This design comes from an exercise in tuning for small area on the open sky130 flow, not from production work. Only simulation tests tie the RTL to the original design; equivalence was not proved.

==> run a: inputs <==
==> flow/design.v <==
module gshare_bht #(
  parameter int unsigned NR_ENTRIES      = 1024,
  parameter int unsigned HIST_LEN        = 10,
  parameter int unsigned INSTR_PER_FETCH = 2,
  parameter int unsigned OFFSET          = 1,
  parameter int unsigned VLEN            = 39,
  parameter logic [1:0]  CTR_INIT        = 2'b01
) (
  input  logic                       clk_i,
  input  logic                       rst_ni,
  input  logic                       flush_i,
  input  logic                       debug_mode_i,
  input  logic [VLEN-1:0]            vpc_i,
  output logic [INSTR_PER_FETCH-1:0] pred_valid_o,
  output logic [INSTR_PER_FETCH-1:0] pred_taken_o,
  output logic [HIST_LEN-1:0]        ghr_o,
  input  logic                       spec_valid_i,
  input  logic                       spec_taken_i,
  input  logic                       upd_valid_i,
  input  logic [VLEN-1:0]            upd_pc_i,
  input  logic [HIST_LEN-1:0]        upd_ghr_i,
  input  logic                       upd_taken_i,
  input  logic                       upd_mispred_i,
  output logic                       init_busy_o
);
  localparam int unsigned IDX_BITS = $clog2(NR_ENTRIES);
  localparam int unsigned IPF_BITS = $clog2(INSTR_PER_FETCH);
  localparam logic [IDX_BITS-1:0] LAST_IDX = {IDX_BITS{1'b1}};
  localparam logic [VLEN-1:0] LOW_MASK = {{(VLEN-OFFSET-IPF_BITS){1'b0}}, {(OFFSET+IPF_BITS){1'b1}}};
  typedef enum logic {
    S_INIT,
    S_IDLE
  } state_e;
  function automatic logic [IDX_BITS-1:0] pht_idx(input logic [VLEN-1:0] pc,
                                                  input logic [HIST_LEN-1:0] h);
    logic [VLEN+IDX_BITS-1:0]     pcx;
    logic [HIST_LEN+IDX_BITS-1:0] hx;
    pcx = {{IDX_BITS{1'b0}}, pc} >> OFFSET;
    hx  = {{IDX_BITS{1'b0}}, h};
    pht_idx = pcx[IDX_BITS-1:0] ^ hx[IDX_BITS-1:0];
  endfunction
  function automatic logic [HIST_LEN-1:0] shift_in(input logic [HIST_LEN-1:0] h,
                                                   input logic b);
    logic [HIST_LEN:0] t;
    t = {h, b};
    shift_in = t[HIST_LEN-1:0];
  endfunction
  state_e                state_q, state_d;
  logic [IDX_BITS-1:0]   widx_q, widx_d;
  logic [HIST_LEN-1:0]   ghr_q, ghr_d;
  logic                  pht_valid [NR_ENTRIES];
  logic [1:0]            pht_ctr   [NR_ENTRIES];
  logic                  wr_en;
  logic [IDX_BITS-1:0]   wr_idx;
  logic                  wr_valid;
  logic [1:0]            wr_ctr;
  logic [IDX_BITS-1:0]   upd_idx;
  logic [1:0]            upd_ctr_old;
  logic [1:0]            upd_ctr_new;
  logic [IDX_BITS-1:0]   slot_idx [INSTR_PER_FETCH];
  assign init_busy_o = (state_q == S_INIT);
  assign ghr_o       = ghr_q;
  always_comb begin
    for (int i = 0; i < INSTR_PER_FETCH; i++) begin
      slot_idx[i] = pht_idx((vpc_i & ~LOW_MASK) | ({{(VLEN-32){1'b0}}, i} << OFFSET), ghr_q);
    end
  end
  always_comb begin
    pred_valid_o = '0;
    pred_taken_o = '0;
    for (int i = 0; i < INSTR_PER_FETCH; i++) begin
      pred_valid_o[i] = pht_valid[slot_idx[i]] & ~init_busy_o;
      pred_taken_o[i] = pht_ctr[slot_idx[i]][1];
    end
  end
  always_comb begin
    upd_idx     = pht_idx(upd_pc_i, upd_ghr_i);
    upd_ctr_old = pht_ctr[upd_idx];
    upd_ctr_new = upd_ctr_old;
    if (upd_taken_i) begin
      if (upd_ctr_old != 2'b11) upd_ctr_new = upd_ctr_old + 2'd1;
    end else begin
      if (upd_ctr_old != 2'b00) upd_ctr_new = upd_ctr_old - 2'd1;
    end
  end
  always_comb begin
    state_d  = state_q;
    widx_d   = widx_q;
    ghr_d    = ghr_q;
    wr_en    = 1'b0;
    wr_idx   = widx_q;
    wr_valid = 1'b0;
    wr_ctr   = CTR_INIT;
    if (flush_i) begin
      state_d = S_INIT;
      widx_d  = '0;
      ghr_d   = '0;
    end else begin
      case (state_q)
        S_INIT: begin
          wr_en  = 1'b1;
          widx_d = widx_q + {{(IDX_BITS-1){1'b0}}, 1'b1};
          ghr_d  = '0;
          if (widx_q == LAST_IDX) state_d = S_IDLE;
        end
        S_IDLE: begin
          if (!debug_mode_i) begin
            if (upd_valid_i) begin
              wr_en    = 1'b1;
              wr_idx   = upd_idx;
              wr_valid = 1'b1;
              wr_ctr   = upd_ctr_new;
            end
            if (upd_valid_i && upd_mispred_i) begin
              ghr_d = shift_in(upd_ghr_i, upd_taken_i);
            end else if (spec_valid_i) begin
              ghr_d = shift_in(ghr_q, spec_taken_i);
            end
          end
        end
        default: state_d = S_INIT;
      endcase
    end
  end
  always_ff @(posedge clk_i or negedge rst_ni) begin
    if (!rst_ni) begin
      state_q <= S_INIT;
      widx_q  <= '0;
      ghr_q   <= '0;
    end else begin
      state_q <= state_d;
      widx_q  <= widx_d;
      ghr_q   <= ghr_d;
    end
  end
  always_ff @(posedge clk_i) begin
    if (wr_en) begin
      pht_valid[wr_idx] <= wr_valid;
      pht_ctr[wr_idx]   <= wr_ctr;
    end
  end
endmodule
==> flow/run.sh <==
#!/bin/bash
# synth_recipe.tcl (not shown) runs the flow's synth.tcl, then flattens the netlist and writes it again
# the make line also repeats each setting of config.mk as NAME=value (left out here)
make -C /OpenROAD-flow-scripts/flow DESIGN_CONFIG=/design/flow/config.mk WORK_HOME=/design/flow/orfs CLKGATE_MAP_FILE= SYNTH_SCRIPT=/design/flow/synth_recipe.tcl finish
==> flow/config.mk <==
export PLATFORM = sky130hd
export DESIGN_NAME = gshare_bht
export DESIGN_NICKNAME = gshare_bht
export VERILOG_FILES = /design/flow/design.v
export SDC_FILE = /design/flow/constraint.sdc
export NUM_CORES = 4
export LEC_CHECK = 0
export CAP_MARGIN = 20
export CORE_MARGIN = 2
export CORE_UTILIZATION = 40
export SLEW_MARGIN = 20
export SYNTH_MEMORY_MAX_BITS = 8192
==> flow/constraint.sdc <==
create_clock -name core_clock -period 10.0 [get_ports {clk_i}]
set_input_delay 2.0000 -clock core_clock [delete_from_list [all_inputs] [get_ports {clk_i}]]
set_output_delay 2.0000 -clock core_clock [all_outputs]
set_load 0.01 [all_outputs]
==> run b: changes against run a <==
==> flow/design.v (replaced) <==
module gshare_bht #(
  parameter int unsigned NR_ENTRIES      = 1024,
  parameter int unsigned HIST_LEN        = 10,
  parameter int unsigned INSTR_PER_FETCH = 2,
  parameter int unsigned OFFSET          = 1,
  parameter int unsigned VLEN            = 39,
  parameter logic [1:0]  CTR_INIT        = 2'b01
) (
  input  logic                       clk_i,
  input  logic                       rst_ni,
  input  logic                       flush_i,
  input  logic                       debug_mode_i,
  input  logic [VLEN-1:0]            vpc_i,
  output logic [INSTR_PER_FETCH-1:0] pred_valid_o,
  output logic [INSTR_PER_FETCH-1:0] pred_taken_o,
  output logic [HIST_LEN-1:0]        ghr_o,
  input  logic                       spec_valid_i,
  input  logic                       spec_taken_i,
  input  logic                       upd_valid_i,
  input  logic [VLEN-1:0]            upd_pc_i,
  input  logic [HIST_LEN-1:0]        upd_ghr_i,
  input  logic                       upd_taken_i,
  input  logic                       upd_mispred_i,
  output logic                       init_busy_o
);
  localparam int NP = 512;
  localparam logic [4:0] INV2 = 5'b01000;
  logic       idle_q;
  logic [9:0] widx_q;
  logic [9:0] ghr_q;
  logic [5*NP-1:0] st_q;
  assign init_busy_o = ~idle_q;
  assign ghr_o       = ghr_q;
  function automatic logic [7:0] dec3(input logic [2:0] a);
    dec3 = 8'b1 << a;
  endfunction
  logic [8:0] pk;
  assign pk = vpc_i[10:2] ^ ghr_q[9:1];
  logic [7:0] pa, pb, pc;
  assign pa = dec3(pk[2:0]);
  assign pb = dec3(pk[5:3]);
  assign pc = dec3(pk[8:6]);
  logic       upd_fire;
  logic [8:0] uk;
  logic       us;
  assign upd_fire = idle_q & ~flush_i & ~debug_mode_i & upd_valid_i;
  assign uk = upd_pc_i[10:2] ^ upd_ghr_i[9:1];
  assign us = upd_pc_i[1] ^ upd_ghr_i[0];
  logic [7:0] ua, ub, uc;
  assign ua = {8{~idle_q}} | ({8{upd_fire}} & dec3(uk[2:0]));
  assign ub = {8{~idle_q}} | dec3(uk[5:3]);
  assign uc = {8{~idle_q}} | dec3(uk[8:6]);
  logic [NP-1:0] psel, we;
  for (genvar p = 0; p < NP; p++) begin : g_sel
    assign psel[p] = pa[p%8] & pb[(p/8)%8] & pc[p/64];
    assign we[p]   = ua[p%8] & ub[(p/8)%8] & uc[p/64];
  end
  logic [3:0] prd;
  logic [4:0] urd;
  always_comb begin
    prd = '0;
    urd = '0;
    for (int p = 0; p < NP; p++) begin
      prd = prd | ({4{psel[p]}} & st_q[5*p+1 +: 4]);
      urd = urd | ({5{we[p]}}   & st_q[5*p   +: 5]);
    end
  end
  logic va, vb, ta, tb;
  assign va = prd[3] | (~prd[2] & prd[1]);
  assign vb = prd[3] | (~prd[2] & ~prd[1]);
  assign ta = va & (prd[3] ? prd[2] : prd[0]);
  assign tb = vb & prd[0];
  assign pred_valid_o[0] = idle_q & (ghr_q[0] ? vb : va);
  assign pred_valid_o[1] = idle_q & (ghr_q[0] ? va : vb);
  assign pred_taken_o[0] = ghr_q[0] ? tb : ta;
  assign pred_taken_o[1] = ghr_q[0] ? ta : tb;
  logic       ova, ovb;
  logic [1:0] oca, ocb, oc, nc;
  logic [4:0] wd;
  always_comb begin
    ova = urd[4] | (~urd[3] & urd[2]);
    ovb = urd[4] | (~urd[3] & ~urd[2]);
    oca = urd[4] ? urd[3:2] : (ova ? urd[1:0] : CTR_INIT);
    ocb = urd[4] ? urd[1:0] : (ovb ? urd[1:0] : CTR_INIT);
    oc  = us ? ocb : oca;
    nc  = oc;
    if (upd_taken_i) begin
      if (oc != 2'b11) nc = oc + 2'd1;
    end else begin
      if (oc != 2'b00) nc = oc - 2'd1;
    end
    if (!idle_q)      wd = INV2;
    else if (!us)     wd = ovb ? {1'b1, nc, ocb} : {3'b001, nc};
    else              wd = ova ? {1'b1, oca, nc} : {3'b000, nc};
  end
  for (genvar p = 0; p < NP; p++) begin : g_pht
    always_ff @(posedge clk_i) begin
      if (we[p]) st_q[5*p +: 5] <= wd;
    end
  end
  always_ff @(posedge clk_i or negedge rst_ni) begin
    if (!rst_ni) begin
      idle_q <= 1'b0;
      widx_q <= '0;
      ghr_q  <= '0;
    end else if (flush_i) begin
      idle_q <= 1'b0;
      widx_q <= '0;
      ghr_q  <= '0;
    end else if (!idle_q) begin
      widx_q <= widx_q + 10'd1;
      ghr_q  <= '0;
      if (widx_q == 10'h3ff) idle_q <= 1'b1;
    end else if (!debug_mode_i) begin
      if (upd_valid_i && upd_mispred_i) ghr_q <= {upd_ghr_i[8:0], upd_taken_i};
      else if (spec_valid_i)            ghr_q <= {ghr_q[8:0], spec_taken_i};
    end
  end
endmodule
==> comparison <==
Run b died in 5_1_grt on GRT-0116. Run a completed without violations.
Of run b and run a, run b has the higher synthesized cell count (gap about 32%, measured against run a).
Of run a and run b, run a has the higher synthesized area (gap about 20%, measured against run b).

==> separate check: timing with driven ports <==
The results above use ideal ports. As a check the final layout listed here was re-extracted and re-timed, cells and wires unchanged.
Step 1, drivers: a clkbuf_16 drives clk_i and a buf_2 each remaining input, both assumed.
Step 2 adds t to the input delays and takes it off the output delays; t is the mean of the earliest and latest rising clock arrival at the registers after step 1. Input paths then give back, and output paths get back, about the clock's delay inside the block.
a / b / c = no drivers / after step 1 / after step 2; a / b = the first two.
run: run a
t, ns: 1.043
slack for setup (ns): 0.380 / 0.351 / 0.351
worst setup path at the end: input to output
worst data-port slew with drivers (ns): 0.16
After both steps setup and hold are still met in run a. The setup slack of run a moves by -0.029 ns with the drivers and by -0.029 ns with both steps.
